What follows belongs to an exercise in optimizing a design on an open flow for small area; a production flow would make more cautious choices. RTL that was checked went through simulation tests only; none was proved equivalent to the original. Only the layout flow was run in run 7; the RTL was not checked for function there. Power figures rest on the tool's default switching activity, not on a simulated workload.

==> flow/design.v <==
`default_nettype none
module mips_writeback_regfile #(
    parameter int PRELOAD_EN = 1,
    parameter int XLEN       = 32
) (
    input  logic            clock,
    input  logic            reset,
    input  logic            in_valid,
    input  logic [4:0]      in_rd,
    input  logic [XLEN-1:0] in_data,
    input  logic [4:0]      rs_addr,
    input  logic [4:0]      rt_addr,
    output logic [XLEN-1:0] rs_data,
    output logic [XLEN-1:0] rt_data,
    output logic            wb_valid,
    output logic [4:0]      wb_rd,
    output logic [XLEN-1:0] wb_data,
    output logic [31:0]     retire_count
);
    localparam logic [XLEN-1:0] C_R17_INIT = XLEN'(20);
    localparam logic [XLEN-1:0] C_R18_INIT = XLEN'(10);
    logic            wb_valid_q;
    logic [4:0]      wb_rd_q;
    logic [XLEN-1:0] wb_data_q;
    logic [31:0]     retire_count_q;
    logic [XLEN-1:0] regs_q [1:31];
    logic [XLEN-1:0] regs_d [1:31];
    logic [XLEN-1:0] wdata;       
    logic [XLEN-1:0] wdata_r17;   
    logic [XLEN-1:0] wdata_r18;   
    assign wdata     = reset ? '0 : in_data;
    assign wdata_r17 = reset ? ((PRELOAD_EN != 0) ? C_R17_INIT : '0) : in_data;
    assign wdata_r18 = reset ? ((PRELOAD_EN != 0) ? C_R18_INIT : '0) : in_data;
    logic [31:1] wen, wen_n;
    always_comb begin
        for (int i = 1; i < 32; i++) begin
            wen[i]   = reset | (in_valid && (in_rd == 5'(i)));
            wen_n[i] = ~wen[i];
        end
    end
    logic wb_en, wb_en_n;
    assign wb_en   = reset | in_valid;
    assign wb_en_n = ~wb_en;
    logic [XLEN-1:0] wb_data_d;
    logic [4:0]      wb_rd_d;
    logic [4:0]      wb_rd_x;
    assign wb_rd_x = reset ? 5'd0 : in_rd;
    for (genvar b = 0; b < XLEN; b++) begin : g_wbd
        rf_hold u_h (.en(wb_en), .en_n(wb_en_n), .x(wdata[b]), .q(wb_data_q[b]), .d(wb_data_d[b]));
    end
    for (genvar b = 0; b < 5; b++) begin : g_wbr
        rf_hold u_h (.en(wb_en), .en_n(wb_en_n), .x(wb_rd_x[b]), .q(wb_rd_q[b]), .d(wb_rd_d[b]));
    end
    always_ff @(posedge clock) begin
        wb_data_q <= wb_data_d;
        wb_rd_q   <= wb_rd_d;
    end
    always_ff @(posedge clock) begin
        if (reset) begin
            wb_valid_q     <= 1'b0;
            retire_count_q <= 32'd0;
        end else begin
            wb_valid_q     <= in_valid;
            retire_count_q <= retire_count_q + {31'd0, wb_valid_q};
        end
    end
    for (genvar i = 1; i < 32; i++) begin : g_row
        for (genvar b = 0; b < XLEN; b++) begin : g_bit
            logic x;
            if (i == 17)      assign x = wdata_r17[b];
            else if (i == 18) assign x = wdata_r18[b];
            else              assign x = wdata[b];
            rf_hold u_h (.en(wen[i]), .en_n(wen_n[i]), .x(x), .q(regs_q[i][b]), .d(regs_d[i][b]));
        end
    end
    always_ff @(posedge clock) begin
        for (int i = 1; i < 32; i++) begin
            regs_q[i] <= regs_d[i];
        end
    end
    logic [31:1] rs_sel, rt_sel;
    always_comb begin
        for (int i = 1; i < 32; i++) begin
            rs_sel[i] = (rs_addr == 5'(i));
            rt_sel[i] = (rt_addr == 5'(i));
        end
    end
    for (genvar b = 0; b < XLEN; b++) begin : g_rd
        logic [31:1] col;
        for (genvar i = 1; i < 32; i++) begin : g_col
            assign col[i] = regs_q[i][b];
        end
        rf_rdmux u_rs (.sel(rs_sel), .d(col), .q(rs_data[b]));
        rf_rdmux u_rt (.sel(rt_sel), .d(col), .q(rt_data[b]));
    end
    assign wb_valid     = wb_valid_q;
    assign wb_rd        = wb_rd_q;
    assign wb_data      = wb_data_q;
    assign retire_count = retire_count_q;
endmodule
module rf_hold (
    input  logic en,
    input  logic en_n,
    input  logic x,
    input  logic q,
    output logic d
);
    assign d = (en & x) | (en_n & q);
endmodule
module rf_aoi222 (
    input  logic [2:0] s,
    input  logic [2:0] d,
    output logic       y_n
);
    assign y_n = ~|(s & d);
endmodule
module rf_rdmux (
    input  logic [31:1] sel,
    input  logic [31:1] d,
    output logic        q
);
    logic [9:0] t_n;
    for (genvar k = 0; k < 10; k++) begin : g_t
        rf_aoi222 u_t (.s(sel[3*k+3:3*k+1]), .d(d[3*k+3:3*k+1]), .y_n(t_n[k]));
    end
    assign q = ~&t_n | (sel[31] & d[31]);
endmodule
`default_nettype wire
==> flow/flow/run.sh <==
#!/bin/bash
# Own layout flow: the standard synthesis, then a re-map of its combinational
# logic with a stronger ABC script (every register instance is kept as the
# standard synthesis made it), then the standard ORFS layout steps.
set -euo pipefail
W=$(pwd)
F=$W/flow
R=$W/orfs/results/$FLOW_PLATFORM/mips_writeback_regfile/base
PDIR=$FLOW_HOME/platforms/$FLOW_PLATFORM

# 1. standard synthesis
bash standard.sh synth > $W/log_1_synth.log 2>&1

# 2. re-map the combinational logic
cp $R/1_2_yosys.v $W/std_1_2_yosys.v
export LIB=$PDIR/lib/sky130_fd_sc_hd__tt_025C_1v80.lib
export TOP=$FLOW_TOP
export ABC_SCRIPT=$F/remap.abc
export DONT_USE="$(sed -n '/DONT_USE_CELLS +=/,/^$/p' $PDIR/config.mk | grep -o 'sky130_fd_sc_hd__[a-z0-9_]*' | tr '\n' ' ')"
export IN_V=$W/std_1_2_yosys.v
export OUT_V=$W/remap_1_2_yosys.v
YOSYS=$(command -v yosys || echo $FLOW_HOME/../tools/install/yosys/bin/yosys)
$YOSYS -c $F/remap.tcl > $W/log_2_remap.log 2>&1
cp $OUT_V $R/1_2_yosys.v
rm -f $R/1_synth.odb $R/1_synth.sdc

# 3. the standard layout on the re-mapped netlist
bash standard.sh finish > $W/log_3_layout.log 2>&1
==> flow/flow/remap.abc <==
strash
&get -n
&nf -R 1000
&put
==> flow/flow/remap.tcl <==
# Re-map the combinational logic of a mapped netlist with another ABC
# script, keeping every sequential cell instance (name, type) untouched.
# env: IN_V OUT_V LIB TOP ABC_SCRIPT DONT_USE
yosys -import
set lib $::env(LIB)
# sequential cells: those with an ff or latch group in the liberty file
set fh [open $lib r]; set txt [read $fh]; close $fh
set mods {sky130_fd_sc_hd__conb_1}
set cur ""
foreach line [split $txt "\n"] {
  if {[regexp {^\s*cell\s*\(\s*"?([A-Za-z0-9_]+)"?\s*\)} $line -> c]} { set cur $c }
  if {$cur ne "" && [regexp {^\s*(ff|latch|statetable)\s*\(} $line]} {
    if {[lsearch -exact $mods $cur] < 0} { lappend mods $cur }
  }
}
read_liberty -ignore_miss_func $lib
foreach m $mods { catch {delete $m} }
read_liberty -lib -nooverwrite $lib
read_verilog -defer $::env(IN_V)
hierarchy -top $::env(TOP)
flatten
opt_clean -purge
tee -o $::env(OUT_V).pre.stat stat -liberty $lib
set dont {}
foreach c $::env(DONT_USE) { lappend dont -dont_use $c }
abc -script $::env(ABC_SCRIPT) -liberty $lib {*}$dont
opt_clean -purge
hilomap -singleton -hicell sky130_fd_sc_hd__conb_1 HI -locell sky130_fd_sc_hd__conb_1 LO
splitnets
opt_clean -purge
tee -o $::env(OUT_V).stat stat -liberty $lib
read_liberty -lib -nooverwrite $lib
check -assert
write_verilog -noattr -nohex -nodec $::env(OUT_V)
==> flow/standard.sh <==
#!/bin/bash
# synth_recipe.tcl (not shown) runs the flow's synth.tcl, then flattens the netlist and writes it again
# the make line also repeats each setting of config.mk as NAME=value (left out here)
make -C /OpenROAD-flow-scripts/flow DESIGN_CONFIG=/design/flow/config.mk WORK_HOME=/design/flow/orfs CLKGATE_MAP_FILE= SYNTH_SCRIPT=/design/flow/synth_recipe.tcl "${@:-finish}"
==> flow/config.mk <==
export PLATFORM = sky130hd
export DESIGN_NAME = mips_writeback_regfile
export DESIGN_NICKNAME = mips_writeback_regfile
export VERILOG_FILES = /design/flow/design.v
export SDC_FILE = /design/flow/constraint.sdc
export NUM_CORES = 4
export LEC_CHECK = 0
export ABC_AREA = 1
export CAP_MARGIN = 20
export CORE_MARGIN = 2
export CORE_UTILIZATION = 40
export SLEW_MARGIN = 20
export SYNTH_HIERARCHICAL = 1
==> flow/constraint.sdc <==
create_clock -name core_clock -period 7.0 [get_ports {clock}]
set_input_delay 1.4000 -clock core_clock [delete_from_list [all_inputs] [get_ports {clock}]]
set_output_delay 1.4000 -clock core_clock [all_outputs]
set_load 0.01 [all_outputs]
==> results of run 1 <==
[layout by cell type, fill, tap and decap left out, drive strengths merged, types with 32 or more instances in the layout]
cell,n
a222oi,640
a31oi,32
buf,163
clkbuf,159
clkdlybuf4s50,182
dfxtp,1062
nand2,1119
nand2b,40
nand3,73
nand4,145
nor2,57
nor3,44
o21ai,1025
or3,72
[worst paths after layout]
check,startpoint,to,slack [ps],cells after the start
setup / recovery,rt_addr[4],rt_data[24],440,8
hold / removal,wb_rd_q[0]$_DFF_P_,wb_rd_q[0]$_DFF_P_,440,2
setup reg to reg,retire_count_q[0]$_SDFF_PP0_,retire_count_q[20]$_SDFF_PP0_,4680,6
hold reg to reg,wb_rd_q[0]$_DFF_P_,wb_rd_q[0]$_DFF_P_,440,2
[through the flow]
step	instances	instance area (sq um)	util, %
6_report	6258	49800	49.9
5_1_grt	6245	49800	49.9
4_1_cts	6244	49800	49.8
3_5_place_dp	6043	45900	46.0
3_3_place_gp	6043	45900	46.0
2_1_floorplan	4401	40200	-
[flip-flops by register name (all words and copies together) (netlist names)]
name,cells
regs_q,992
retire_count_q,32
wb_data_q,32
wb_rd_q,5
wb_valid_q,1
[metal layers]
layer	wire, um	track usage [%]	up-vias
li1	-	-	18600
met1	68100	42.6	18900
met2	73400	48.5	2523
met3	20400	7.45	466
met4	8480	16.1	10
met5	60	0	-
[worst register-to-register path: cells and delay by family, from the launching register on]
kind | cells | cell delay, ps
flip-flops | 1 | 440
AND/OR/NAND/NOR | 6 | 1750
[layout make-up]
type	count	area, sq um
tap	1298	1620
fill	9482	50000
timing repair buffer	345	3230
clock buffer	159	3260
inverter	4	15.0
sequential	1062	21300
multi-input combinational	3335	19800
clock inverter	42	612
antenna	13	32.5
[power by group]
part           switching (W)  internal (W)
clock network        0.00254       0.00371
logic               0.000886      0.000464
registers           0.000383       0.00655
total                0.00381        0.0107
==> out/summary.md, run 1 <==
The area growth from synthesis to final layout is 24.0%, and the routed via count divided by cell count is 6.47. The tools report the max-slew violation total from the final report as 0. Across the routed clock network, the largest skew measured is 5.61 ps. For the pin with the worst max-slew slack, the measured transition is 1240 ps.

The tools report the cell area after synthesis as 40200 sq um. Clock latency on the worst-skew pair, taken at its later pin, is 690 ps. The run gives 65 as the largest net degree at the start of global routing.

For the worst endpoint required time, the log shows 5600 ps. The worst hold path belongs to the class reg -> reg. The ratio of cells with drive above 1 in the final layout was 8.89%; the number of remaining DRC errors was 0.

After clock tree synthesis, the clock-pin slew on the worst setup and hold paths is 50 ps. For this run, the slowest stage of the critical path takes 1020 ps. Dividing total power by cell area gives a power density of 292 nW/um^2.

The run gives 0 as the max-capacitance violation count. The kind of cell with the highest combined delay along the critical path is simple AND/OR/NAND/NOR gates. The tools report the highest clock rate as 153 MHz.

The number of setup buffers added after CTS is 0. From left edge to right edge, the die measures 321 um. In the finished design, the share of the clock period the worst path needs comes to 93.7%. The run gives 32.0% as the aggregate global-route resource usage.

For this design the static power due to leakage is 17.7 nW. The tools report the initial core utilization as 40.2%. The Yosys step of the flow raised 10 warnings. The first detailed-routing pass ran for 11 iterations. The tools report the number of hold-repair buffers added at the cts stage as 0. Setup repair after global routing left no endpoint under its margin.

Headroom to the max-slew limit came out at 17.2%. The flow ran to the end and the layout has no timing, DRC or antenna violations. The critical path's most frequent cell was sky130_fd_sc_hd__clkdlybuf4s50_1.

Clock tree synthesis selected as its root buffer the cell sky130_fd_sc_hd__clkbuf_16. Setup violations remaining at the end of the flow were counted as 0. After floorplanning, the core was divided into 116 placement rows. The via count of the first global-routing pass came out at 37200. For the total negative setup slack, the log shows 0 ps. In this run the mean area of a mapped cell was 9.13 sq um. The first global-routing pass estimated 247 mm of wire. After layout, the minimum clock period comes to 6560 ps. The run gives 3 as the number of buffers on the longest clock path. The worst supply voltage drop on vdd was 0.212 mV; the floorplan core area was 99900 sq um. The buffer and inverter count on the worst path was 3.

The total vias in the final route came out at 40500. Nature of the critical path endpoint: an output port. The number of port buffers is 183, and the total number of nets in the final design is 4910. Data arrives at the worst endpoint at 5160 ps. The logs give 8 for the initial antenna violation count and 103000 sq um for the overall die area.

The die is 321 um tall. In this run, the number of DRC markers left after iteration 0 of detailed routing was 7658. For the number of failing hold endpoints at the final stage, the log shows 0. The worst setup path is of the in -> out kind. The total overflow left after global routing is 0.

The number of instances in the synthesized netlist is 4401. TritonCTS built the clock tree. For this design, the sink count on the clock tree is 1062.

The post-CTS resize count was 0; the final weighted congestion in routability-driven placement was 0.871. The tightest hold path in the finished design has a slack of 440 ps. The run gives 184 as the number of I/O pins. Final worst-path setup slack: 443 ps. The logs give 170 mm for the post-detailed-routing wire length and 548 ps for the post-placement setup slack.

The count of nets left with antenna violations once routing finished came out at 0. Along the worst path, the maximum fanout reaches 32. STA classifies the critical path startpoint as a primary input. Detailed placement ended at an HPWL of 101 mm. The clock tree synthesis step divided the H-tree into 3 levels.

The cell at the slowest stage of the critical path was sky130_fd_sc_hd__nor2_4. In the final routed layout, each cell accounts on average for 27.2 um. The design draws 0.0145 W.

Walking the worst path, the cells encountered are clkdlybuf4s50_1, buf_4, nand3_1, nor2_4, a222oi_1, nand4_1, or3_1, clkdlybuf4s50_1. Counting the buffers created by CTS gives 112.
==> inputs of run 2 (changes only) <==
--- a/flow/flow/run.sh
+++ b/flow/flow/run.sh
@@ -25,4 +25,8 @@
 rm -f $R/1_synth.odb $R/1_synth.sdc
 
 # 3. the standard layout on the re-mapped netlist
-bash standard.sh finish > $W/log_3_layout.log 2>&1
+# port buffers: the smallest buffer; clock tree: no dummy loads
+bash standard.sh finish \
+  "BUFFER_PORTS_ARGS=-buffer_cell sky130_fd_sc_hd__buf_1" \
+  "CTS_ARGS=-sink_clustering_enable -repair_clock_nets -dont_use_dummy_load -buf_list {sky130_fd_sc_hd__clkbuf_4 sky130_fd_sc_hd__clkbuf_8}" \
+  > $W/log_3_layout.log 2>&1
==> run 2 against run 1 <==
Net effect: total power is 13% lower; critical path depth is 2 higher; worst hold slack worse by 3.3 ps; area after synthesis stayed put; sequential power hardly changed; critical endpoint unchanged; highest routed layer unchanged.
==> out/summary.md, run 2 <==
The routed via count divided by cell count was 6.52 (was 6.47); the number of hold-repair buffers added at the cts stage was 0 (unchanged). Total negative setup slack: 0 ps (unchanged). The total vias in the final route is 40500 (about the same). The number of port buffers works out to 183 (unchanged). The tools report the type of element launching the critical path as a primary input (unchanged). Width of the chip: 321 um (unchanged). The total number of nets in the final design was 4960 (was 4910). The number of cells on the worst reg-to-reg path was 6 (unchanged).

The average wire length per cell after detail routing is 27.4 um (was 27.2 um). The tools report the nature of the critical path endpoint as an output port (unchanged). The leakage power is 16.5 nW (was 17.7 nW). The logs give 19.3% (was 17.2%) for the headroom to the max-slew limit and 10 (unchanged) for the count of warnings emitted by yosys.

The path category of the worst min-delay check was reg -> reg (unchanged). The final clock period utilization by the worst path was 88.3% (was 93.7%). The tools report the combinational share of power as 9.7% (was 9.3%). The logs give 31.8% (was 32.0%) for the aggregate global-route resource usage and 0.145 mV (was 0.212 mV) for the worst supply voltage drop on vdd. The startpoint-to-endpoint class of the critical path was in -> out (unchanged). Number of search-and-repair iterations in the first detailed-routing pass: 13 (was 11).

The final worst-path setup slack is 817 ps (was 443 ps), and the highest clock rate is 162 MHz (was 153 MHz). The cell area power density was 270 nW/um^2 (was 292 nW/um^2). The tools report the endpoint of the lowest-slack register-to-register path as retire_count_q[24]$_SDFF_PP0_ (was retire_count_q[20]$_SDFF_PP0_). The max-capacitance violation count is 0 (unchanged), and the number of buffers created by CTS is 178 (was 112). Most frequent cells in the layout: sky130_fd_sc_hd__nand2_1 (1119), sky130_fd_sc_hd__dfxtp_1 (1062), sky130_fd_sc_hd__o21ai_0 (1025) (unchanged). The run gives 0 (unchanged) as the post-CTS resize count.

The tools report the half-perimeter wire length after placement as 98.5 mm (was 101 mm). TritonCTS built the clock tree. The worst setup slack for register-to-register paths was 4700 ps (was 4680 ps); the register clock-pin slew on the reported worst setup and hold paths was 60 ps (was 50 ps). The CTS H-tree depth was 4 (was 3); the via count of the first global-routing pass was 37300 (was 37200). The power dissipated by switching net loads came out at 0.00356 W (was 0.00381 W). The max-slew violation total from the final report is 0 (unchanged), and the transition at the pin with the smallest max-transition slack is 1210 ps (was 1240 ps). Largest registers: regs_q: 992 flops, retire_count_q: 32 flops, wb_data_q: 32 flops (unchanged).

The logs give 5600 ps (about the same) for the worst endpoint required time and 40.2% (unchanged) for the initial core utilization. For the cell area after synthesis, the log shows 40200 sq um (unchanged). The number of instances in the synthesized netlist was 4401 (unchanged). The cell chosen for the clock root is sky130_fd_sc_hd__clkbuf_8 (was sky130_fd_sc_hd__clkbuf_16). The initial antenna violation count is 9 (was 8).

The run gives 7462 (was 7658) as the DRC marker count from the first detailed-route iteration. The proportion of total power due to net switching was 28.1% (was 26.2%). The flow ran to the end and the layout has no timing, DRC or antenna violations. The run gives 0 (unchanged) as the number of failing hold endpoints at the final stage.

The final weighted congestion in routability-driven placement was 0.870 (was 0.871); the sequential group share of total power was 54.7% (was 47.7%). The remaining antenna violation count after routing was 0 (unchanged). The tools report the overall die area as 103000 sq um (unchanged). The number of fill cells in the layout was 9855 (was 9482). The number of buffers inserted to repair setup after CTS is 0 (unchanged). The post-placement setup slack is 1050 ps (was 548 ps). The total number of clock tree sinks is 1062 (unchanged). Chain of cells forming the critical path: buf_1, clkinv_1, buf_4, or3_1, nor2_4, buf_4, a222oi_1, nand4_1, or3_1, buf_1 (was clkdlybuf4s50_1, buf_4, nand3_1, nor2_4, a222oi_1, nand4_1, or3_1, clkdlybuf4s50_1). The time the worst path needs with I/O delays and setup is 6180 ps (was 6560 ps), and the flip-flop count of the largest register, all copies and words added is 992 (unchanged). The number of setup violations in the final report came out at 0 (unchanged). Clock network fraction of design power: 35.6% (was 43.0%). The synthesized area divided by synthesized cell count works out to 9.13 sq um (unchanged). Setup repair after global routing left no endpoint under its margin.

The largest net degree at the start of global routing is 66 (was 65), and the sequential standard cell area is 21300 sq um (unchanged). The worst-skew pair later-pin latency is 820 ps (was 690 ps), and the post-detailed-routing wire length is 170 mm (about the same). The logs give 3 (unchanged) for the number of buffers on the longest clock path and 0.00913 W (was 0.0107 W) for the internal power contribution.

The most common cell after layout, fill and taps aside is sky130_fd_sc_hd__nand2_1 (unchanged). The launch point of the critical path was rt_addr[4] (unchanged).

The tools report the area used by multi-input combinational logic as 19800 sq um (about the same). The worst-case clock skew came out at 34.5 ps (was 5.61 ps). The maximum fanout encountered on the critical timing path is 15 (was 32), and the ratio of cells with drive above 1 in the final layout is 8.58% (was 8.89%). For the cell row count, the log shows 116 (unchanged).

End point of the critical path: rt_data[24] (unchanged). The cell at the slowest stage of the critical path is sky130_fd_sc_hd__buf_1 (was sky130_fd_sc_hd__nor2_4). The floorplan core area is 99900 sq um (unchanged).

The delay of the slowest critical-path stage was 630 ps (was 1020 ps). The startpoint of the lowest-slack register-to-register path is retire_count_q[0]$_SDFF_PP0_ (unchanged). Area growth from synthesis to final layout: 16.9% (was 24.0%).

The logs give 184 (unchanged) for the number of I/O pins and 437 ps (was 440 ps) for the final hold slack. The number of remaining DRC errors was 0 (unchanged). The tools report the global-route congestion overflow total as 0 (unchanged). For the sum of internal, switching and leakage power, the log shows 0.0127 W (was 0.0145 W).

The register with the highest flop count was regs_q (unchanged). Arrival time at the worst endpoint: 4780 ps (was 5160 ps). The vertical die dimension is 321 um (unchanged), and the wire length of the first global-routing pass is 244 mm (was 247 mm).
## run 2: cell type report
class | count | share of cell area (%)
sequential | 1062 | 45.2
multi-input combinational | 3335 | 42.1
clock buffer | 178 | 5.21
timing repair buffer | 329 | 3.91
tap | 1298 | 3.46
inverter | 4 | 0.0320
antenna | 4 | 0.0213
## run 2: metal layers
metal	global-route usage [%]	part of all wire [%]	vias to the layer above
met4	17.2	5.2	4
li1	-	-	18600
met5	0	0.015	-
met3	8.24	12	460
met2	46.8	42	2503
met1	42.5	41	19000
## run 2: power by group through the flow
stage               Clock, W  Combinational, W  Sequential (W)
finish               0.00452           0.00124         0.00694
global route         0.00483           0.00134         0.00699
CTS                  0.00459           0.00121         0.00693
detailed placement         0           0.00121         0.00705
global placement           0           0.00118         0.00703
floorplan                  0          0.000647         0.00696
## run 2: per-stage QoR
stage	area [sq um]	util [%]	std cells
after floorplan	40200	-	4401
after global placement	44500	44.6	6028
after detailed placement	44500	44.6	6028
after CTS	47000	47.0	6206
after global routing	47000	47.0	6207
final	47000	47.1	6210
## run 2: worst min path at each step
stage / start / end / cells after the start
global route: wb_rd_q[3]$_DFF_P_ / wb_rd_q[3]$_DFF_P_ / 2
floorplan: regs_q[12][0]$_DFF_P_ / regs_q[12][0]$_DFF_P_ / 2
CTS: wb_rd_q[4]$_DFF_P_ / wb_rd_q[4]$_DFF_P_ / 2
detailed placement: wb_rd_q[4]$_DFF_P_ / wb_rd_q[4]$_DFF_P_ / 2
finish: wb_rd_q[4]$_DFF_P_ / wb_rd_q[4]$_DFF_P_ / 2
global placement: wb_rd_q[1]$_DFF_P_ / wb_rd_q[1]$_DFF_P_ / 2
## run 2: critical path, delay by kind of cell
family,cells,cell delay (ps)
AOI/OAI and AO/OA,1,90
buffers and inverters,5,1540
and+or+nand+nor,4,1730
==> inputs of run 3 (changes only) <==
--- a/flow/flow/run.sh
+++ b/flow/flow/run.sh
@@ -28,5 +28,5 @@
 # port buffers: the smallest buffer; clock tree: no dummy loads
 bash standard.sh finish \
   "BUFFER_PORTS_ARGS=-buffer_cell sky130_fd_sc_hd__buf_1" \
-  "CTS_ARGS=-sink_clustering_enable -repair_clock_nets -dont_use_dummy_load -buf_list {sky130_fd_sc_hd__clkbuf_4 sky130_fd_sc_hd__clkbuf_8}" \
+  "CTS_ARGS=-sink_clustering_enable -repair_clock_nets -dont_use_dummy_load -sink_clustering_size 12 -sink_clustering_max_diameter 80 -buf_list {sky130_fd_sc_hd__clkbuf_8}" \
   > $W/log_3_layout.log 2>&1
==> run 3 against run 2 <==
Net effect: still clean; sequential power about the same; count of clock-buffer cells in the layout down 79; via count down 0.73%.
==> out/summary.md, run 3 <==
Post-placement setup slack: 1050 ps (unchanged). Path category of the worst min-delay check: reg -> reg (unchanged). The register with the highest flop count is regs_q (unchanged).

The global-route congestion overflow total came out at 0 (unchanged). The buffer and inverter count on the worst path is 5 (unchanged). For the final weighted congestion in routability-driven placement, the log shows 0.870 (unchanged). The total number of nets in the final design was 4881 (was 4960); the number of I/O pins was 184 (unchanged). The worst endpoint required time came out at 5600 ps (about the same).

The number of instances in the synthesized netlist was 4401 (unchanged); the total number of clock tree sinks was 1062 (unchanged). Flip-flop count of the largest register, all copies and words added: 992 (unchanged). The routed via count divided by cell count is 6.56 (was 6.52). The cell area after synthesis is 40200 sq um (unchanged), and the max-slew violation total from the final report is 0 (unchanged). Number of failing hold endpoints at the final stage: 0 (unchanged).

The logs give 99 (was 178) for the number of buffers created by CTS and 19800 sq um (unchanged) for the area used by multi-input combinational logic. The launch point of the critical path is rt_addr[4] (unchanged). The floorplan core area is 99900 sq um (unchanged), and the synthesized area divided by synthesized cell count is 9.13 sq um (unchanged).

The number of hold-repair buffers added at the cts stage was 0 (unchanged); the final clock period utilization by the worst path was 86.7% (was 88.3%). The width of the chip was 321 um (unchanged). The critical path depth came out at 10 (unchanged). The DRC marker count from the first detailed-route iteration was 7861 (was 7462); the number of buffers on the longest clock path was 3 (unchanged).

The via count of the first global-routing pass is 36500 (was 37300). The count of warnings emitted by yosys came out at 10 (unchanged). The time the worst path needs with I/O delays and setup is 6070 ps (was 6180 ps). The register clock-pin slew on the reported worst setup and hold paths was 80 ps (was 60 ps).

The tools report the nature of the critical path endpoint as an output port (unchanged). For the post-detailed-routing wire length, the log shows 169 mm (was 170 mm). Startpoint of the lowest-slack register-to-register path: retire_count_q[0]$_SDFF_PP0_ (unchanged). For the highest clock rate, the log shows 165 MHz (was 162 MHz). The tools report the total negative setup slack as 0 ps (unchanged). Most frequent cells in the layout: sky130_fd_sc_hd__nand2_1 (1119), sky130_fd_sc_hd__dfxtp_1 (1062), sky130_fd_sc_hd__o21ai_0 (1025) (unchanged). The endpoint of the lowest-slack register-to-register path is retire_count_q[20]$_SDFF_PP0_ (was retire_count_q[24]$_SDFF_PP0_).

Worst setup slack for register-to-register paths: 4670 ps (was 4700 ps). For the wire length of the first global-routing pass, the log shows 243 mm (was 244 mm). The maximum fanout encountered on the critical timing path came out at 15 (unchanged). For the final non-filler cell total, the log shows 6131 (was 6210).

The aggregate global-route resource usage is 31.6% (was 31.8%), and the overall die area is 103000 sq um (unchanged). The startpoint-to-endpoint class of the critical path was in -> out (unchanged). The number of port buffers is 183 (unchanged). The leakage power came out at 15.9 nW (was 16.5 nW). The number of search-and-repair iterations in the first detailed-routing pass was 12 (was 13); the number of setup violations in the final report was 0 (unchanged). End point of the critical path: rt_data[24] (unchanged). The total vias in the final route is 40200 (was 40500). For the number of buffers inserted to repair setup after CTS, the log shows 0 (unchanged).

The tools report the number of remaining DRC errors as 0 (unchanged). For the remaining antenna violation count after routing, the log shows 0 (unchanged). Largest registers: regs_q: 992 flops, retire_count_q: 32 flops, wb_data_q: 32 flops (unchanged). The tools report the initial core utilization as 40.2% (unchanged). Chain of cells forming the critical path: buf_1, clkinv_1, buf_4, or3_1, nor2_4, buf_4, a222oi_1, nand4_1, or3_1, buf_1 (unchanged). Area growth from synthesis to final layout: 14.2% (was 16.9%). Delay of the slowest critical-path stage: 620 ps (was 630 ps). The busiest layer in global routing is met2 (unchanged). Final worst-path setup slack: 928 ps (was 817 ps). Cell at the slowest stage of the critical path: sky130_fd_sc_hd__buf_1 (unchanged).

The headroom to the max-slew limit was 19.1% (was 19.3%); the max-capacitance violation count was 0 (unchanged). The vertical die dimension works out to 321 um (unchanged). TritonCTS built the clock tree. The cell area power density is 250 nW/um^2 (was 270 nW/um^2).

The met2 demand-to-capacity share in global routing was 46.9% (was 46.8%); the number of cells after detailed placement was 6028 (unchanged). The category of cells accounting for the largest share of critical-path delay is simple AND/OR/NAND/NOR gates (unchanged). The average wire length per cell after detail routing was 27.6 um (was 27.4 um); the worst-case clock skew was 7.98 ps (was 34.5 ps). Setup repair after global routing left no endpoint under its margin. The post-route core utilization came out at 46.0% (was 47.1%). The largest net degree at the start of global routing was 66 (unchanged).

The run gives 9924 (was 9855) as the number of fill cells in the layout. The cell chosen for the clock root was sky130_fd_sc_hd__clkbuf_8 (unchanged). Most common cell after layout, fill and taps aside: sky130_fd_sc_hd__nand2_1 (unchanged). Number of cells on the worst reg-to-reg path: 6 (unchanged). The fraction of met1 tracks used by global routing was 43.1% (was 42.5%).

The ratio of cells with drive above 1 in the final layout is 7.08% (was 8.58%). For the initial antenna violation count, the log shows 8 (was 9). The flow ran to the end and the layout has no timing, DRC or antenna violations. The type of element launching the critical path was a primary input (unchanged). The tools report the post-CTS resize count as 0 (unchanged). The transition at the pin with the smallest max-transition slack came out at 1210 ps (about the same). Cell row count: 116 (unchanged).

The tools report the arrival time at the worst endpoint as 4670 ps (was 4780 ps). Worst-skew pair later-pin latency: 730 ps (was 820 ps). The global routing met3 resource utilization was 7.42% (was 8.24%).

The logs give 3 (was 4) for the CTS H-tree depth and 0.141 mV (was 0.145 mV) for the worst supply voltage drop on vdd. The sequential standard cell area is 21300 sq um (unchanged), and the half-perimeter wire length after placement is 98.5 mm (unchanged).
[run 3: cell count changes in the layout (fill, tap and decap cells not counted)]
cell	previous run	this run
sky130_fd_sc_hd__clkbuf_8	178	99
[run 3: how the worst min path moves through the flow]
stage	to	slack, ps	depth (start not counted)	startpoint
5_1_grt	wb_rd_q[3]$_DFF_P_	460	2	wb_rd_q[3]$_DFF_P_
2_1_floorplan	regs_q[12][0]$_DFF_P_	440	2	regs_q[12][0]$_DFF_P_
4_1_cts	wb_rd_q[4]$_DFF_P_	440	2	wb_rd_q[4]$_DFF_P_
3_3_place_gp	wb_rd_q[1]$_DFF_P_	430	2	wb_rd_q[1]$_DFF_P_
3_5_place_dp	wb_rd_q[4]$_DFF_P_	430	2	wb_rd_q[4]$_DFF_P_
6_report	wb_rd_q[4]$_DFF_P_	440	2	wb_rd_q[4]$_DFF_P_
[run 3: per-layer routing]
layer / vias up / wire [um]
li1: 18400 / -
met1: 18900 / 69200
met2: 2467 / 71600
met3: 444 / 20100
met4: 2 / 8090
met5: - / 12
[run 3: through the flow]
step	total power, W	cell area [sq um]	hold WS (ps)
after floorplan	0.00760	40200	445
after global placement	0.00822	44500	427
after detailed placement	0.00826	44500	432
after CTS	0.0115	45900	443
after global routing	0.0119	45900	461
final	0.0115	45900	440
[run 3: worst reg2reg max path: stages, from the launching register on]
cell,delay [ps]
sky130_fd_sc_hd__dfxtp_1,440
sky130_fd_sc_hd__and4_1,300
sky130_fd_sc_hd__nand2_1,120
sky130_fd_sc_hd__or3_1,440
sky130_fd_sc_hd__nor3_1,590
sky130_fd_sc_hd__and3_1,260
sky130_fd_sc_hd__nor3_1,40
[run 3: report_power, final]
part | total, W | internal, W | leakage, nW | switching [W]
clock | 0.00333 | 0.00126 | 0.712 | 0.00207
sequential | 0.00692 | 0.00654 | 8.82 | 0.000382
combinational | 0.00123 | 0.000350 | 6.40 | 0.000882
total | 0.0115 | 0.00815 | 15.9 | 0.00333
[run 3: layout make-up]
class                      count  share of cell area (%)
multi-input combinational   3335                    43.1
clock buffer                  99                    2.97
timing repair buffer         329                    4.00
tap                         1298                    3.54
inverter                       4                  0.0327
sequential                  1062                    46.3
antenna                        4                  0.0218
==> inputs of run 4 (changes only) <==
--- a/flow/flow/run.sh
+++ b/flow/flow/run.sh
@@ -28,5 +28,5 @@
 # port buffers: the smallest buffer; clock tree: no dummy loads
 bash standard.sh finish \
   "BUFFER_PORTS_ARGS=-buffer_cell sky130_fd_sc_hd__buf_1" \
-  "CTS_ARGS=-sink_clustering_enable -repair_clock_nets -dont_use_dummy_load -sink_clustering_size 12 -sink_clustering_max_diameter 80 -buf_list {sky130_fd_sc_hd__clkbuf_8}" \
+  "CTS_ARGS=-sink_clustering_enable -repair_clock_nets -dont_use_dummy_load -sink_clustering_size 24 -sink_clustering_max_diameter 120 -buf_list {sky130_fd_sc_hd__clkbuf_16}" \
   > $W/log_3_layout.log 2>&1
==> run 4 against run 3 <==
Net effect: worst hold slack gained 3.8 ps; die area unchanged; flip-flop and latch count is the same.
==> out/summary.md, run 4 <==
The worst supply voltage drop on vdd was 0.170 mV (was 0.141 mV); the flip-flop count of the largest register, all copies and words added was 992 (unchanged). The run gives 36100 (was 36500) as the via count of the first global-routing pass. The remaining antenna violation count after routing is 0 (unchanged), and the number of buffers created by CTS is 50 (was 99). The register clock-pin slew on the reported worst setup and hold paths was 100 ps (was 80 ps); the headroom to the max-slew limit was 20.8% (was 19.1%).

The leakage power is 15.8 nW (was 15.9 nW). Busiest layer in global routing: met2 (unchanged). The cell row count was 116 (unchanged). The register with the highest flop count was regs_q (unchanged). The routed via count divided by cell count works out to 6.55 (was 6.56). The count of warnings emitted by yosys is 10 (unchanged), and the vertical die dimension is 321 um (unchanged).

The tools report the number of search-and-repair iterations in the first detailed-routing pass as 11 (was 12). The path category of the worst min-delay check is reg -> reg (unchanged). The start point of the worst hold path was wb_rd_q[4]$_DFF_P_ (unchanged). The logs give 0 (unchanged) for the number of failing hold endpoints at the final stage and 630 ps (was 730 ps) for the worst-skew pair later-pin latency. The wire length of the first global-routing pass is 241 mm (was 243 mm). The transition at the pin with the smallest max-transition slack was 1190 ps (was 1210 ps); the average wire length per cell after detail routing was 27.6 um (about the same). The total vias in the final route came out at 39800 (was 40200). The number of instances in the synthesized netlist came out at 4401 (unchanged).

The initial antenna violation count was 5 (was 8); the highest clock rate was 165 MHz (about the same). Overall die area: 103000 sq um (unchanged). The flow ran to the end and the layout has no timing, DRC or antenna violations. The number of port buffers was 183 (unchanged). The number of remaining DRC errors is 0 (unchanged). The most common cell after layout, fill and taps aside is sky130_fd_sc_hd__nand2_1 (unchanged). For the floorplan core area, the log shows 99900 sq um (unchanged). The final non-filler cell total is 6084 (was 6131), and the number of buffers on the longest clock path is 3 (unchanged).

The tools report the type of element launching the critical path as a primary input (unchanged). The aggregate global-route resource usage came out at 31.2% (was 31.6%). The startpoint of the lowest-slack register-to-register path was retire_count_q[0]$_SDFF_PP0_ (unchanged). Number of buffers inserted to repair setup after CTS: 0 (unchanged). Largest registers: regs_q: 992 flops, retire_count_q: 32 flops, wb_data_q: 32 flops (unchanged). The tools report the worst-case clock skew as 7.67 ps (was 7.98 ps). TritonCTS built the clock tree. For the post-detailed-routing wire length, the log shows 168 mm (was 169 mm).

Launch point of the critical path: rt_addr[4] (unchanged). The cell area after synthesis came out at 40200 sq um (unchanged). The ratio of cells with drive above 1 in the final layout was 6.13% (was 7.08%); the largest net degree at the start of global routing was 66 (unchanged). Cell area power density: 249 nW/um^2 (was 250 nW/um^2). Number of I/O pins: 184 (unchanged). The DRC marker count from the first detailed-route iteration came out at 7609 (was 7861). Setup repair after global routing left no endpoint under its margin.

The run gives 0 (unchanged) as the max-slew violation total from the final report. The number of cells after detailed placement came out at 6028 (unchanged). The global-route congestion overflow total was 0 (unchanged); the time the worst path needs with I/O delays and setup was 6070 ps (about the same). The tools report the total number of nets in the final design as 4832 (was 4881). Global routing met3 resource utilization: 6.71% (was 7.42%).

The run gives 2 (was 3) as the CTS H-tree depth. The tools report the cell chosen for the clock root as sky130_fd_sc_hd__clkbuf_16 (was sky130_fd_sc_hd__clkbuf_8). The initial core utilization was 40.2% (unchanged). The final clock period utilization by the worst path is 86.7% (about the same).

Startpoint-to-endpoint class of the critical path: in -> out (unchanged). The met2 demand-to-capacity share in global routing was 46.6% (was 46.9%); the post-CTS resize count was 0 (unchanged). The synthesized area divided by synthesized cell count works out to 9.13 sq um (unchanged). The tools report the fraction of met1 tracks used by global routing as 42.9% (was 43.1%). Most frequent cells in the layout: sky130_fd_sc_hd__nand2_1 (1119), sky130_fd_sc_hd__dfxtp_1 (1062), sky130_fd_sc_hd__o21ai_0 (1025) (unchanged).

The half-perimeter wire length after placement is 98.5 mm (unchanged). Nature of the critical path endpoint: an output port (unchanged). The max-capacitance violation count was 0 (unchanged); the area growth from synthesis to final layout was 13.9% (was 14.2%). The width of the chip is 321 um (unchanged), and the arrival time at the worst endpoint is 4670 ps (about the same). The final hold slack is 444 ps (was 440 ps). The number of setup violations in the final report is 0 (unchanged), and the maximum fanout encountered on the critical timing path is 17 (was 15). The run gives 5600 ps (about the same) as the worst endpoint required time. The total number of clock tree sinks is 1062 (unchanged), and the total negative setup slack is 0 ps (unchanged). For the final weighted congestion in routability-driven placement, the log shows 0.870 (unchanged). The number of fill cells in the layout was 9892 (was 9924); the number of hold-repair buffers added at the cts stage was 0 (unchanged).
## run 4: critical path: stages
cell                       delay (ps)
sky130_fd_sc_hd__buf_1            610
sky130_fd_sc_hd__clkinv_1         200
sky130_fd_sc_hd__buf_4            230
sky130_fd_sc_hd__or3_1            540
sky130_fd_sc_hd__nor2_4           560
sky130_fd_sc_hd__buf_4            350
sky130_fd_sc_hd__a222oi_1         120
sky130_fd_sc_hd__nand4_1          170
sky130_fd_sc_hd__or3_1            260
sky130_fd_sc_hd__buf_1            190
## run 4: path summary, 6_finish.rpt
kind / to / slack (ps) / depth (start not counted)
worst max-delay path: rt_data[23] / 930 / 10
worst min-delay path: wb_rd_q[4]$_DFF_P_ / 440 / 2
worst max register to register: retire_count_q[20]$_SDFF_PP0_ / 4690 / 6
worst min register to register: wb_rd_q[4]$_DFF_P_ / 440 / 2
## run 4: power breakdown
part | internal [W] | total, W | switching (W) | leakage [nW]
logic | 0.000350 | 0.00123 | 0.000882 | 6.40
registers | 0.00654 | 0.00692 | 0.000382 | 8.82
clock network | 0.00128 | 0.00327 | 0.00199 | 0.616
total | 0.00817 | 0.0114 | 0.00325 | 15.8
## run 4: layout make-up
| cell class | instances | area (sq um) | area share (%) |
|---|---|---|---|
| antenna | 6 | 15.0 | 0.0328 |
| clock buffer | 50 | 1250 | 2.73 |
| inverter | 4 | 15.0 | 0.0328 |
| multi-input combinational | 3335 | 19800 | 43.2 |
| sequential | 1062 | 21300 | 46.4 |
| tap | 1298 | 1620 | 3.55 |
| timing repair buffer | 329 | 1840 | 4.01 |
## run 4: routing by layer
layer  part of all wire, %  wire, um  vias to the layer above
met1                    41     69100                    18700
met4                   5.0      8350                        2
met5                0.0071        12                        -
met3                    12     19600                      407
met2                    42     70900                     2367
li1                      -         -                    18300
## run 4: per-stage QoR
step	power, W	util (%)	area (sq um)	setup slack (ps)
finish	0.0114	45.9	45800	930
detailed placement	0.00826	44.6	44500	1050
floorplan	0.00760	-	40200	1020
global placement	0.00822	44.6	44500	1060
global route	0.0118	45.8	45800	792
CTS	0.0114	45.8	45800	1040
==> inputs of run 5 (changes only) <==
--- a/flow/flow/run.sh
+++ b/flow/flow/run.sh
@@ -28,5 +28,5 @@
 # port buffers: the smallest buffer; clock tree: no dummy loads
 bash standard.sh finish \
   "BUFFER_PORTS_ARGS=-buffer_cell sky130_fd_sc_hd__buf_1" \
-  "CTS_ARGS=-sink_clustering_enable -repair_clock_nets -dont_use_dummy_load -sink_clustering_size 24 -sink_clustering_max_diameter 120 -buf_list {sky130_fd_sc_hd__clkbuf_16}" \
+  "CTS_ARGS=-sink_clustering_enable -repair_clock_nets -dont_use_dummy_load -sink_clustering_size 28 -sink_clustering_max_diameter 110 -buf_list {sky130_fd_sc_hd__clkbuf_16}" \
   > $W/log_3_layout.log 2>&1
==> run 5 against run 4 <==
Net effect: still clean on timing, DRC and antenna; sequential power is essentially flat; worst setup slack lost 53 ps; die area is the same; cell count shrank 0.16%; total power shrank 1.6%; non-clock buffer count is the same; global-route usage is essentially flat; critical path type unchanged; largest power group unchanged.
==> out/summary.md, run 5 <==
The flow ran to the end and the layout has no timing, DRC or antenna violations. The arrival time at the worst endpoint is 4720 ps (was 4670 ps), and the number of buffers on the longest clock path is 3 (unchanged). The vertical die dimension is 321 um (unchanged). The CTS H-tree depth is 2 (unchanged). The run gives 168 mm (about the same) as the post-detailed-routing wire length. The register with the highest flop count was regs_q (unchanged).

The transition at the pin with the smallest max-transition slack is 1210 ps (was 1190 ps). The startpoint-to-endpoint class of the critical path is in -> out (unchanged). Register clock-pin slew on the reported worst setup and hold paths: 110 ps (was 100 ps). The number of setup violations in the final report was 0 (unchanged); the max-capacitance violation count was 0 (unchanged).

The ratio of cells with drive above 1 in the final layout was 6.01% (was 6.13%). Largest registers: regs_q: 992 flops, retire_count_q: 32 flops, wb_data_q: 32 flops (unchanged). The maximum fanout encountered on the critical timing path was 15 (was 17). The number of I/O pins was 184 (unchanged); the number of port buffers was 183 (unchanged). The number of remaining DRC errors came out at 0 (unchanged). The tools report the worst-case clock skew as 21.0 ps (was 7.67 ps).

The type of element launching the critical path was a primary input (unchanged). The number of failing hold endpoints at the final stage was 0 (unchanged). Worst supply voltage drop on vdd: 0.174 mV (was 0.170 mV). Cell chosen for the clock root: sky130_fd_sc_hd__clkbuf_16 (unchanged). The number of search-and-repair iterations in the first detailed-routing pass is 13 (was 11). The max-slew violation total from the final report was 0 (unchanged).

The logs give 444 ps (about the same) for the final hold slack and 5600 ps (about the same) for the worst endpoint required time. The tools report the total negative setup slack as 0 ps (unchanged). The total number of clock tree sinks was 1062 (unchanged); the post-CTS resize count was 0 (unchanged). The worst-skew pair later-pin latency is 640 ps (was 630 ps), and the average wire length per cell after detail routing is 27.7 um (was 27.6 um).

Nature of the critical path endpoint: an output port (unchanged). The largest net degree at the start of global routing was 66 (unchanged). Most common cell after layout, fill and taps aside: sky130_fd_sc_hd__nand2_1 (unchanged). The total vias in the final route is 39800 (about the same). The run gives 0 (unchanged) as the remaining antenna violation count after routing. Flip-flop count of the largest register, all copies and words added: 992 (unchanged).

TritonCTS built the clock tree. The synthesized area divided by synthesized cell count was 9.13 sq um (unchanged); the number of buffers created by CTS was 44 (was 50). The aggregate global-route resource usage was 31.2% (about the same).

The via count of the first global-routing pass is 36100 (about the same). The total number of nets in the final design is 4826 (was 4832), and the overall die area is 103000 sq um (unchanged). The run gives 10 (unchanged) as the count of warnings emitted by yosys. Most frequent cells in the layout: sky130_fd_sc_hd__nand2_1 (1119), sky130_fd_sc_hd__dfxtp_1 (1062), sky130_fd_sc_hd__o21ai_0 (1025) (unchanged).

Highest clock rate: 163 MHz (was 165 MHz). Setup repair after global routing left no endpoint under its margin. For the wire length of the first global-routing pass, the log shows 241 mm (about the same). The cell area power density works out to 246 nW/um^2 (was 249 nW/um^2).

The cell row count is 116 (unchanged). The time the worst path needs with I/O delays and setup was 6120 ps (was 6070 ps); the final clock period utilization by the worst path was 87.5% (was 86.7%). For the cell area after synthesis, the log shows 40200 sq um (unchanged). The width of the chip works out to 321 um (unchanged).

The area growth from synthesis to final layout is 13.6% (was 13.9%), and the DRC marker count from the first detailed-route iteration is 7678 (was 7609). The leakage power is 15.8 nW (about the same), and the floorplan core area is 99900 sq um (unchanged). For the initial antenna violation count, the log shows 8 (was 5).

Path category of the worst min-delay check: reg -> reg (unchanged). Half-perimeter wire length after placement: 98.5 mm (unchanged). For the initial core utilization, the log shows 40.2% (unchanged). The final weighted congestion in routability-driven placement was 0.870 (unchanged).

The logs give 4401 (unchanged) for the number of instances in the synthesized netlist and 0 (unchanged) for the number of hold-repair buffers added at the cts stage. The headroom to the max-slew limit is 19.4% (was 20.8%), and the routed via count divided by cell count is 6.55 (about the same). The number of buffers inserted to repair setup after CTS was 0 (unchanged); the global-route congestion overflow total was 0 (unchanged).
## run 5: report_power, final
part           switching, W  leakage (nW)  internal (W)
Sequential         0.000383          8.82       0.00654
Combinational      0.000883          6.40      0.000350
Clock               0.00194         0.542       0.00114
Total               0.00321          15.8       0.00803
## run 5: layout make-up
cell class | instances | area (sq um)
diodes | 2 | 5.00
clock buffers | 44 | 1100
fillers | 9898 | 54200
inverters | 4 | 15.0
multi-input cells | 3335 | 19800
flip-flops and latches | 1062 | 21300
well taps | 1298 | 1620
repair buffers | 329 | 1840
## run 5: critical path, cell delays in order
cell and delay (ps):
sky130_fd_sc_hd__buf_1 620, sky130_fd_sc_hd__clkinv_1 200, sky130_fd_sc_hd__buf_4 230, sky130_fd_sc_hd__or3_1 540, sky130_fd_sc_hd__nor2_4 520, sky130_fd_sc_hd__buf_4 320, sky130_fd_sc_hd__a222oi_1 90, sky130_fd_sc_hd__nand4_1 400
sky130_fd_sc_hd__or3_1 230, sky130_fd_sc_hd__buf_1 170
## run 5: path summary, 6_finish.rpt
path	start	endpoint	slack (ps)	depth (start not counted)
worst max-delay path	rt_addr[4]	rt_data[24]	880	10
worst min-delay path	wb_rd_q[4]$_DFF_P_	wb_rd_q[4]$_DFF_P_	440	2
worst max register to register	retire_count_q[0]$_SDFF_PP0_	retire_count_q[20]$_SDFF_PP0_	4700	6
worst min register to register	wb_rd_q[4]$_DFF_P_	wb_rd_q[4]$_DFF_P_	440	2
## run 5: per-layer routing
layer  vias up  share of wire, %  track usage [%]
met4         4               4.8             14.7
met5         -             0.015                0
li1      18300                 -                -
met2      2363                42             46.8
met3       348                12             6.71
met1     18800                41             42.8
## run 5: stage by stage
step | utilization [%] | setup WS (ps) | instance area, sq um | power, W | instances
2_1_floorplan | - | 1020 | 40200 | 0.00760 | 4401
3_3_place_gp | 44.6 | 1060 | 44500 | 0.00822 | 6028
3_5_place_dp | 44.6 | 1050 | 44500 | 0.00826 | 6028
4_1_cts | 45.7 | 1040 | 45600 | 0.0113 | 6072
5_1_grt | 45.7 | 791 | 45600 | 0.0116 | 6072
6_report | 45.7 | 877 | 45600 | 0.0112 | 6074
==> inputs of run 6 (changes only) <==
--- a/flow/config.mk
+++ b/flow/config.mk
@@ -8,6 +8,7 @@
 export ABC_AREA = 1
 export CAP_MARGIN = 20
 export CORE_MARGIN = 2
-export CORE_UTILIZATION = 40
+export CORE_UTILIZATION = 55
+export PLACE_DENSITY = 0.7
 export SLEW_MARGIN = 20
 export SYNTH_HIERARCHICAL = 1
==> run 6 against run 5 <==
Net effect: total power is 0.73% lower; synthesized cell count unchanged; combinational power hardly changed; clock skew decreased by 11 ps; worst setup slack got worse by 210 ps; register-to-register slack got worse by 20 ps; sequential share of layout area increased by 0.52 points; final area shrank 1.1%; core utilization rose by 16 points; sequential power about the same; highest routed layer unchanged; count of clock-buffer cells in the layout fell by 1; still clean.
==> out/summary.md, run 6 <==
The worst supply voltage drop on vdd is 0.242 mV (was 0.174 mV). Start point of the worst hold path: wb_rd_q[0]$_DFF_P_ (was wb_rd_q[4]$_DFF_P_). The register with the highest flop count is regs_q (unchanged). Most common cell after layout, fill and taps aside: sky130_fd_sc_hd__nand2_1 (unchanged). Chain of cells forming the critical path: buf_1, clkinv_1, or3_1, nor2_4, buf_4, a222oi_1, nand4_1, or3_1, buf_1 (was buf_1, clkinv_1, buf_4, or3_1, nor2_4, buf_4, a222oi_1, nand4_1, or3_1, buf_1). The total vias in the final route was 40400 (was 39800).

The ratio of cells with drive above 1 in the final layout was 5.94% (was 6.01%); the number of search-and-repair iterations in the first detailed-routing pass was 14 (was 13). The cell area power density is 247 nW/um^2 (was 246 nW/um^2). The tools report the headroom to the max-slew limit as 14.2% (was 19.4%).

The tools report the sequential standard cell area as 21300 sq um (unchanged). Nature of the critical path endpoint: an output port (unchanged). Number of failing hold endpoints at the final stage: 0 (unchanged). The CTS H-tree depth was 2 (unchanged). The tools report the DRC marker count from the first detailed-route iteration as 8275 (was 7678).

The aggregate global-route resource usage is 40.3% (was 31.2%). The tools report the endpoint of the lowest-slack register-to-register path as retire_count_q[23]$_SDFF_PP0_ (was retire_count_q[20]$_SDFF_PP0_). Path category of the worst min-delay check: reg -> reg (unchanged). For the number of I/O pins, the log shows 184 (unchanged).

The time the worst path needs with I/O delays and setup came out at 6330 ps (was 6120 ps). The largest net degree at the start of global routing is 70 (was 66). The logs give 15.7 nW (was 15.8 nW) for the leakage power and 0.953 (was 0.870) for the final weighted congestion in routability-driven placement. Critical path depth: 9 (was 10).

The delay of the slowest critical-path stage works out to 800 ps (was 620 ps). The vertical die dimension is 274 um (was 321 um), and the routed via count divided by cell count is 7.07 (was 6.55). Most frequent cells in the layout: sky130_fd_sc_hd__nand2_1 (1119), sky130_fd_sc_hd__dfxtp_1 (1062), sky130_fd_sc_hd__o21ai_0 (1025) (unchanged). The width of the chip was 274 um (was 321 um). The remaining antenna violation count after routing is 0 (unchanged), and the highest clock rate is 158 MHz (was 163 MHz).

The run gives 0 (unchanged) as the max-capacitance violation count. For the count of warnings emitted by yosys, the log shows 10 (unchanged). The tools report the total negative setup slack as 0 ps (unchanged). The final clock period utilization by the worst path was 90.4% (was 87.5%); the worst-skew pair later-pin latency was 640 ps (about the same). The average wire length per cell after detail routing is 27.6 um (was 27.7 um). TritonCTS built the clock tree. Largest registers: regs_q: 992 flops, retire_count_q: 32 flops, wb_data_q: 32 flops (unchanged).

The via count of the first global-routing pass is 36600 (was 36100). The number of buffers inserted to repair setup after CTS is 0 (unchanged), and the initial antenna violation count is 1 (was 8). The max-slew violation total from the final report was 0 (unchanged).

The tools report the cell chosen for the clock root as sky130_fd_sc_hd__clkbuf_16 (unchanged). The tools report the number of hold-repair buffers added at the cts stage as 0 (unchanged). The final non-filler cell total came out at 5724 (was 6074). Cell row count: 99 (was 116). The run gives 0 (unchanged) as the number of remaining DRC errors. Flip-flop count of the largest register, all copies and words added: 992 (unchanged).

The launch point of the critical path is rt_addr[4] (unchanged). The area growth from synthesis to final layout is 12.3% (was 13.6%). Startpoint of the lowest-slack register-to-register path: wb_valid_q$_SDFF_PP0_ (was retire_count_q[0]$_SDFF_PP0_).

Setup repair after global routing left no endpoint under its margin. The number of cells on the worst reg-to-reg path is 5 (was 6), and the worst-case clock skew is 9.87 ps (was 21.0 ps). Category of cells accounting for the largest share of critical-path delay: simple AND/OR/NAND/NOR gates (unchanged).

The startpoint-to-endpoint class of the critical path was in -> out (unchanged). The initial core utilization was 55.4% (was 40.2%). The number of port buffers works out to 183 (unchanged). The global-route congestion overflow total came out at 0 (unchanged). The number of buffers created by CTS is 43 (was 44), and the synthesized area divided by synthesized cell count is 9.13 sq um (unchanged). The worst setup slack for register-to-register paths was 4680 ps (was 4700 ps). The cell at the slowest stage of the critical path was sky130_fd_sc_hd__nor2_4 (was sky130_fd_sc_hd__buf_1).

The tools report the number of cells after detailed placement as 5680 (was 6028). The number of antenna diodes is 0 (was 2). The number of buffers on the longest clock path is 3 (unchanged). The register clock-pin slew on the reported worst setup and hold paths was 110 ps (about the same). For the worst endpoint required time, the log shows 5600 ps (about the same).

The buffer and inverter count on the worst path is 4 (was 5). The half-perimeter wire length after placement is 93.5 mm (was 98.5 mm), and the total number of clock tree sinks is 1062 (unchanged). The type of element launching the critical path is a primary input (unchanged).

The logs give 0 (unchanged) for the number of setup violations in the final report and 40200 sq um (unchanged) for the cell area after synthesis. The tools report the end point of the critical path as rt_data[12] (was rt_data[24]). The run gives 230 mm (was 241 mm) as the wire length of the first global-routing pass. The number of instances in the synthesized netlist came out at 4401 (unchanged). The overall die area is 75200 sq um (was 103000 sq um). The maximum fanout encountered on the critical timing path works out to 20 (was 15). Transition at the pin with the smallest max-transition slack: 1280 ps (was 1210 ps). The post-CTS resize count is 0 (unchanged).

The flow ran to the end and the layout has no timing, DRC or antenna violations. The tools report the area used by multi-input combinational logic as 19800 sq um (about the same). The logs give 6575 (was 9898) for the number of fill cells in the layout and 4817 (was 4826) for the total number of nets in the final design. The logs give 4930 ps (was 4720 ps) for the arrival time at the worst endpoint and 158 mm (was 168 mm) for the post-detailed-routing wire length. Floorplan core area: 72600 sq um (was 99900 sq um).
[run 6: per-layer routing]
| metal | wire (um) | vias to the layer above | track usage (%) |
|---|---|---|---|
| li1 | - | 18300 | - |
| met4 | 10300 | 2 | 24.0 |
| met5 | 13 | - | 0 |
| met2 | 66600 | 2980 | 60.5 |
| met3 | 22700 | 537 | 9.85 |
| met1 | 58400 | 18700 | 52.7 |
[run 6: metrics by stage]
stage                     utilization (%)  total power (W)  cell area [sq um]  worst slack (ps)  hold slack, ps
after floorplan                         -          0.00760              40200              1020             445
after global placement               60.6          0.00819              44000               973             426
after detailed placement             60.6          0.00824              44000               931             433
after CTS                            62.1           0.0111              45100               925             449
after global routing                 62.2           0.0115              45100               639             479
final                                62.2           0.0112              45100               669             452
[run 6: worst reg2reg max path, stage by stage, from the launching register on]
cell                      delay (ps)
sky130_fd_sc_hd__dfxtp_1         450
sky130_fd_sc_hd__nand4_1         150
sky130_fd_sc_hd__or3_1           400
sky130_fd_sc_hd__nor3_1          860
sky130_fd_sc_hd__a21oi_1         160
sky130_fd_sc_hd__nor3_1          220
[run 6: worst min path at each step]
stage,endpoint,cells after the start
after CTS,wb_rd_q[0]$_DFF_P_,2
after detailed placement,wb_rd_q[0]$_DFF_P_,2
after global placement,wb_rd_q[0]$_DFF_P_,2
final,wb_rd_q[0]$_DFF_P_,2
after floorplan,regs_q[12][0]$_DFF_P_,2
after global routing,wb_rd_q[3]$_DFF_P_,2
[run 6: power breakdown]
part	internal (W)	leakage, nW	switching (W)	total (W)
Combinational	0.000348	6.36	0.000872	0.00122
Clock	0.00111	0.530	0.00188	0.00300
Sequential	0.00654	8.82	0.000396	0.00694
[run 6: final cells by class]
cell class                 count  area share (%)
multi-input combinational   3335            43.9
tap                          959            2.66
sequential                  1062            47.1
inverter                       4          0.0333
timing repair buffer         321            3.93
clock buffer                  43            2.38
==> inputs of run 7 (changes only) <==
==> flow/design.v (replaced) <==
`default_nettype none
module mips_writeback_regfile #(
    parameter int PRELOAD_EN = 1,
    parameter int XLEN       = 32
) (
    input  logic            clock,
    input  logic            reset,
    input  logic            in_valid,
    input  logic [4:0]      in_rd,
    input  logic [XLEN-1:0] in_data,
    input  logic [4:0]      rs_addr,
    input  logic [4:0]      rt_addr,
    output logic [XLEN-1:0] rs_data,
    output logic [XLEN-1:0] rt_data,
    output logic            wb_valid,
    output logic [4:0]      wb_rd,
    output logic [XLEN-1:0] wb_data,
    output logic [31:0]     retire_count
);
    localparam logic [XLEN-1:0] C_R17_INIT = XLEN'(20);
    localparam logic [XLEN-1:0] C_R18_INIT = XLEN'(10);
    logic            wb_valid_q;
    logic [4:0]      wb_rd_q;
    logic [XLEN-1:0] wb_data_q;
    logic [31:0]     retire_count_q;
    logic [31:0]     retire_count_d;
    logic [XLEN-1:0] regs_q [32];
    logic            commit_en_w;
    assign commit_en_w    = wb_valid_q && (wb_rd_q != 5'd0);
    assign retire_count_d = retire_count_q + {31'd0, wb_valid_q};
    always_ff @(posedge clock) begin
        if (reset) begin
            wb_valid_q     <= 1'b0;
            wb_rd_q        <= 5'd0;
            wb_data_q      <= '0;
            retire_count_q <= 32'd0;
        end else begin
            wb_valid_q     <= in_valid;
            retire_count_q <= retire_count_d;
            if (in_valid) begin
                wb_rd_q   <= in_rd;
                wb_data_q <= in_data;
            end
        end
    end
    always_ff @(posedge clock) begin
        if (reset) begin
            for (int i = 0; i < 32; i++) begin
                regs_q[i] <= '0;
            end
            if (PRELOAD_EN != 0) begin
                regs_q[17] <= C_R17_INIT;
                regs_q[18] <= C_R18_INIT;
            end
        end else if (commit_en_w) begin
            regs_q[wb_rd_q] <= wb_data_q;
        end
    end
    always_comb begin
        rs_data = regs_q[rs_addr];
        if (rs_addr == 5'd0) begin
            rs_data = '0;
        end else if (wb_valid_q && (wb_rd_q == rs_addr)) begin
            rs_data = wb_data_q;
        end
    end
    always_comb begin
        rt_data = regs_q[rt_addr];
        if (rt_addr == 5'd0) begin
            rt_data = '0;
        end else if (wb_valid_q && (wb_rd_q == rt_addr)) begin
            rt_data = wb_data_q;
        end
    end
    assign wb_valid     = wb_valid_q;
    assign wb_rd        = wb_rd_q;
    assign wb_data      = wb_data_q;
    assign retire_count = retire_count_q;
endmodule
`default_nettype wire
==> flow/run.sh (new file) <==
#!/bin/bash
# synth_recipe.tcl (not shown) runs the flow's synth.tcl, then flattens the netlist and writes it again
# the make line also repeats each setting of config.mk as NAME=value (left out here)
make -C /OpenROAD-flow-scripts/flow DESIGN_CONFIG=/design/flow/config.mk WORK_HOME=/design/flow/orfs CLKGATE_MAP_FILE= SYNTH_SCRIPT=/design/flow/synth_recipe.tcl finish
==> flow/config.mk (replaced) <==
export PLATFORM = sky130hd
export DESIGN_NAME = mips_writeback_regfile
export DESIGN_NICKNAME = mips_writeback_regfile
export VERILOG_FILES = /design/flow/design.v
export SDC_FILE = /design/flow/constraint.sdc
export NUM_CORES = 4
export LEC_CHECK = 0
export CAP_MARGIN = 20
export CORE_MARGIN = 2
export CORE_UTILIZATION = 40
export SLEW_MARGIN = 20
removed: flow/flow/run.sh
removed: flow/flow/remap.abc
removed: flow/flow/remap.tcl
removed: flow/standard.sh
==> run 7 against run 6 <==
Net effect: cell count is 6.0% higher; die area is 98% higher; count of clock-buffer cells in the layout is 107 higher; clock power is 100% higher; synthesized cell count is 10% lower; maximum frequency is 7.8% lower; via count is 7.5% lower; critical path type unchanged.
==> out/summary.md, run 7 <==
The run gives 40.2% (was 55.4%) as the initial core utilization. Most frequent cells in the layout: sky130_fd_sc_hd__edfxtp_1 (1024), sky130_fd_sc_hd__and2_1 (989), sky130_fd_sc_hd__mux4_2 (509) (was sky130_fd_sc_hd__nand2_1 (1119), sky130_fd_sc_hd__dfxtp_1 (1062), sky130_fd_sc_hd__o21ai_0 (1025)). The time the worst path needs with I/O delays and setup works out to 6870 ps (was 6330 ps). The run gives 184 (unchanged) as the number of I/O pins.

Cell at the slowest stage of the critical path: sky130_fd_sc_hd__a211oi_1 (was sky130_fd_sc_hd__nor2_4). The logs give 62600 sq um (was 44000 sq um) for the post-placement cell area and 58400 sq um (was 40200 sq um) for the cell area after synthesis. The number of buffers on the longest clock path is 3 (unchanged), and the count of warnings emitted by yosys is 1 (was 10).

Register with the highest flop count: regs_q (unchanged). The largest net degree at the start of global routing was 74 (was 70); the final weighted congestion in routability-driven placement was 0.889 (was 0.953). The synthesized area divided by synthesized cell count works out to 14.8 sq um (was 9.13 sq um).

The path category of the worst min-delay check is reg -> reg (unchanged). The final non-filler cell total is 6066 (was 5724), and the max-slew violation total from the final report is 0 (unchanged). For the max-capacitance violation count, the log shows 0 (unchanged). The maximum fanout encountered on the critical timing path came out at 10 (was 20). For the worst-case clock skew, the log shows 37.6 ps (was 9.87 ps). The number of buffers inserted to repair setup after CTS was 0 (unchanged); the global-route congestion overflow total was 0 (unchanged). The tools report the start point of the worst hold path as retire_count_q[31]$_SDFF_PP0_ (was wb_rd_q[0]$_DFF_P_).

The via count of the first global-routing pass is 37400 (was 36600), and the post-route core utilization is 45.5% (was 62.2%). The floorplan core area came out at 145000 sq um (was 72600 sq um). The type of element launching the critical path is a primary input (unchanged). The width of the chip was 386 um (was 274 um); the initial antenna violation count was 15 (was 1). Post-CTS resize count: 0 (unchanged). The transition at the pin with the smallest max-transition slack works out to 1080 ps (was 1280 ps). The run finished with no timing, DRC or antenna violations. The arrival time at the worst endpoint was 5470 ps (was 4930 ps); the post-route standard cell area excluding fillers was 66200 sq um (was 45100 sq um).

The endpoint with the worst hold slack was retire_count_q[31]$_SDFF_PP0_ (was wb_rd_q[0]$_DFF_P_). The tools report the cell chosen for the clock root as sky130_fd_sc_hd__clkbuf_16 (unchanged). The delay of the slowest critical-path stage is 890 ps (was 800 ps). The logs give 27.1% (was 14.2%) for the headroom to the max-slew limit and 8 (was 14) for the number of search-and-repair iterations in the first detailed-routing pass. The aggregate global-route resource usage was 27.4% (was 40.3%); the number of hold-repair buffers added at the cts stage was 0 (unchanged).

Chain of cells forming the critical path: clkdlybuf4s50_1, xnor2_1, nand4_1, o21ai_2, and4b_1, a211oi_1, buf_4, clkdlybuf4s50_1 (was buf_1, clkinv_1, or3_1, nor2_4, buf_4, a222oi_1, nand4_1, or3_1, buf_1). By instance count, the cell type seen most on the critical path is sky130_fd_sc_hd__clkdlybuf4s50_1. For the total vias in the final route, the log shows 37400 (was 40400). The total negative setup slack was 0 ps (unchanged). Largest registers: regs_q: 1024 flops, retire_count_q: 32 flops, wb_data_q: 32 flops (was regs_q: 992 flops, retire_count_q: 32 flops, wb_data_q: 32 flops). The logs give 286 mm (was 230 mm) for the wire length of the first global-routing pass and 2770 ps (was 4680 ps) for the worst setup slack for register-to-register paths. The number of failing hold endpoints at the final stage is 0 (unchanged), and the hold path depth is 2 (unchanged).

The area growth from synthesis to final layout was 13.4% (was 12.3%). The startpoint-to-endpoint class of the critical path was in -> out (unchanged). The worst supply voltage drop on vdd was 0.197 mV (was 0.242 mV). Endpoint of the lowest-slack register-to-register path: regs_q[8][14]$_SDFFCE_PN0P_ (was retire_count_q[23]$_SDFF_PP0_).

TritonCTS built the clock tree. The most common cell after layout, fill and taps aside was sky130_fd_sc_hd__edfxtp_1 (was sky130_fd_sc_hd__nand2_1). The run gives 5847 (was 5680) as the number of cells after detailed placement.

The DRC marker count from the first detailed-route iteration is 4958 (was 8275). The register clock-pin slew on the reported worst setup and hold paths was 50 ps (was 110 ps); the flip-flop count of the largest register, all copies and words added was 1024 (was 992). The total number of clock tree sinks is 1094 (was 1062), and the cell row count is 140 (was 99). The routed via count divided by cell count was 6.17 (was 7.07); the number of remaining DRC errors was 0 (unchanged).

The ratio of cells with drive above 1 in the final layout is 23.1% (was 5.94%), and the worst-skew pair later-pin latency is 750 ps (was 640 ps). Setup repair after global routing left no endpoint under its margin. Vertical die dimension: 386 um (was 274 um). The tools report the startpoint of the lowest-slack register-to-register path as wb_rd_q[3]$_SDFFE_PP0P_ (was wb_valid_q$_SDFF_PP0_).

The final hold slack was 530 ps (was 452 ps). The logs give 149000 sq um (was 75200 sq um) for the overall die area and 23.6 nW (was 15.7 nW) for the leakage power.
-- run 7: worst max-delay path by stage --
stage             endpoint        from  slack, ps  cells after the start
6_report        rs_data[7]  rs_addr[3]        130                      8
2_1_floorplan  rs_data[15]  rs_addr[1]       2490                      7
5_1_grt         rs_data[7]  rs_addr[3]         90                      8
3_3_place_gp    rs_data[7]  rs_addr[3]        430                      8
3_5_place_dp    rs_data[7]  rs_addr[3]        490                      8
4_1_cts         rs_data[7]  rs_addr[3]        460                      8
-- run 7: logic make-up after synthesis --
family	after synthesis	share of synthesized area, %
xor+xnor	38	0.570
fa+ha+maj	2	0.0428
other cells	1	0.00642
compound gates	250	3.04
buf+inv	418	3.58
flops	1094	55.1
mux	760	24.0
simple gates	1381	13.7
-- run 7: layout make-up --
cell class | instances | area (sq um)
fillers | 12600 | 79200
flip-flops and latches | 1094 | 32200
multi-input cells | 2463 | 24500
repair buffers | 361 | 3430
clock buffers | 150 | 3140
well taps | 1917 | 2400
clock inverters | 64 | 485
inverters | 12 | 47.5
diodes | 5 | 12.5
-- run 7: power by group --
group | switching (W) | internal [W]
Clock | 0.00269 | 0.00337
Combinational | 0.00114 | 0.000787
Sequential | 0.000145 | 0.00737
-- run 7: routing by layer --
layer / wire length (um) / vias to the layer above / share of wire, % / track usage, %
met1: 78700 / 19400 / 38 / 36.7
met2: 93700 / 2363 / 46 / 42.9
met4: 8520 / 10 / 4.2 / 9.86
met3: 23400 / 452 / 11 / 7.33
li1: - / 15200 / - / -
met5: 103 / - / 0.050 / 0.292
-- run 7: through the flow --
step	setup WS, ps	total power [W]
floorplan	2490	0.00869
global placement	433	0.00952
detailed placement	492	0.00954
CTS	465	0.0155
global route	87.3	0.0159
finish	134	0.0155
-- run 7: critical path, delay by kind of cell --
family	cells	cell delay [ps]
simple gates	2	520
buf+inv	3	1590
xor+xnor	1	180
compound gates	2	1770

==> static timing again, ports no longer ideal <==
How much do the figures lean on ideal ports? The routed layouts below were timed once more, with nothing changed but the port constraints.
Step 1 (the two cells are an assumption about what drives the block):
set clk [get_ports {clock}]
set_driving_cell -lib_cell sky130_fd_sc_hd__clkbuf_16 $clk
set_driving_cell -lib_cell sky130_fd_sc_hd__buf_2 [delete_from_list [all_inputs] $clk]
Step 2 moves the port delays by t, midway between the first and last clock arrival at a register: inputs arrive t later, outputs are due t later. That takes back most of the time a late clock gives input paths.
a / b / c = no drivers / after step 1 / after step 2; a / b = the first two.
run | shift t [ns] | setup slack, ns | slew at the worst register clock pin (ns)
run 1 | 0.776 | 0.443 / 0.371 / 0.371 | 0.07 / 0.07
run 2 | 0.897 | 0.817 / 0.743 / 0.743 | 0.07 / 0.07
run 3 | 0.836 | 0.928 / 0.855 / 0.855 | 0.09 / 0.09
run 4 | 0.710 | 0.930 / 0.854 / 0.854 | 0.10 / 0.10
run 5 | 0.718 | 0.877 / 0.803 / 0.803 | 0.12 / 0.12
run 6 | 0.698 | 0.669 / 0.614 / 0.614 | 0.12 / 0.12
run 7 | 0.815 | 0.134 / 0.086 / 0.086 | 0.07 / 0.07
After both steps setup and hold are still met in every run listed. For run 4, which loses most, drivers alone change the setup slack by -0.076 ns; drivers and shift together by -0.076 ns.
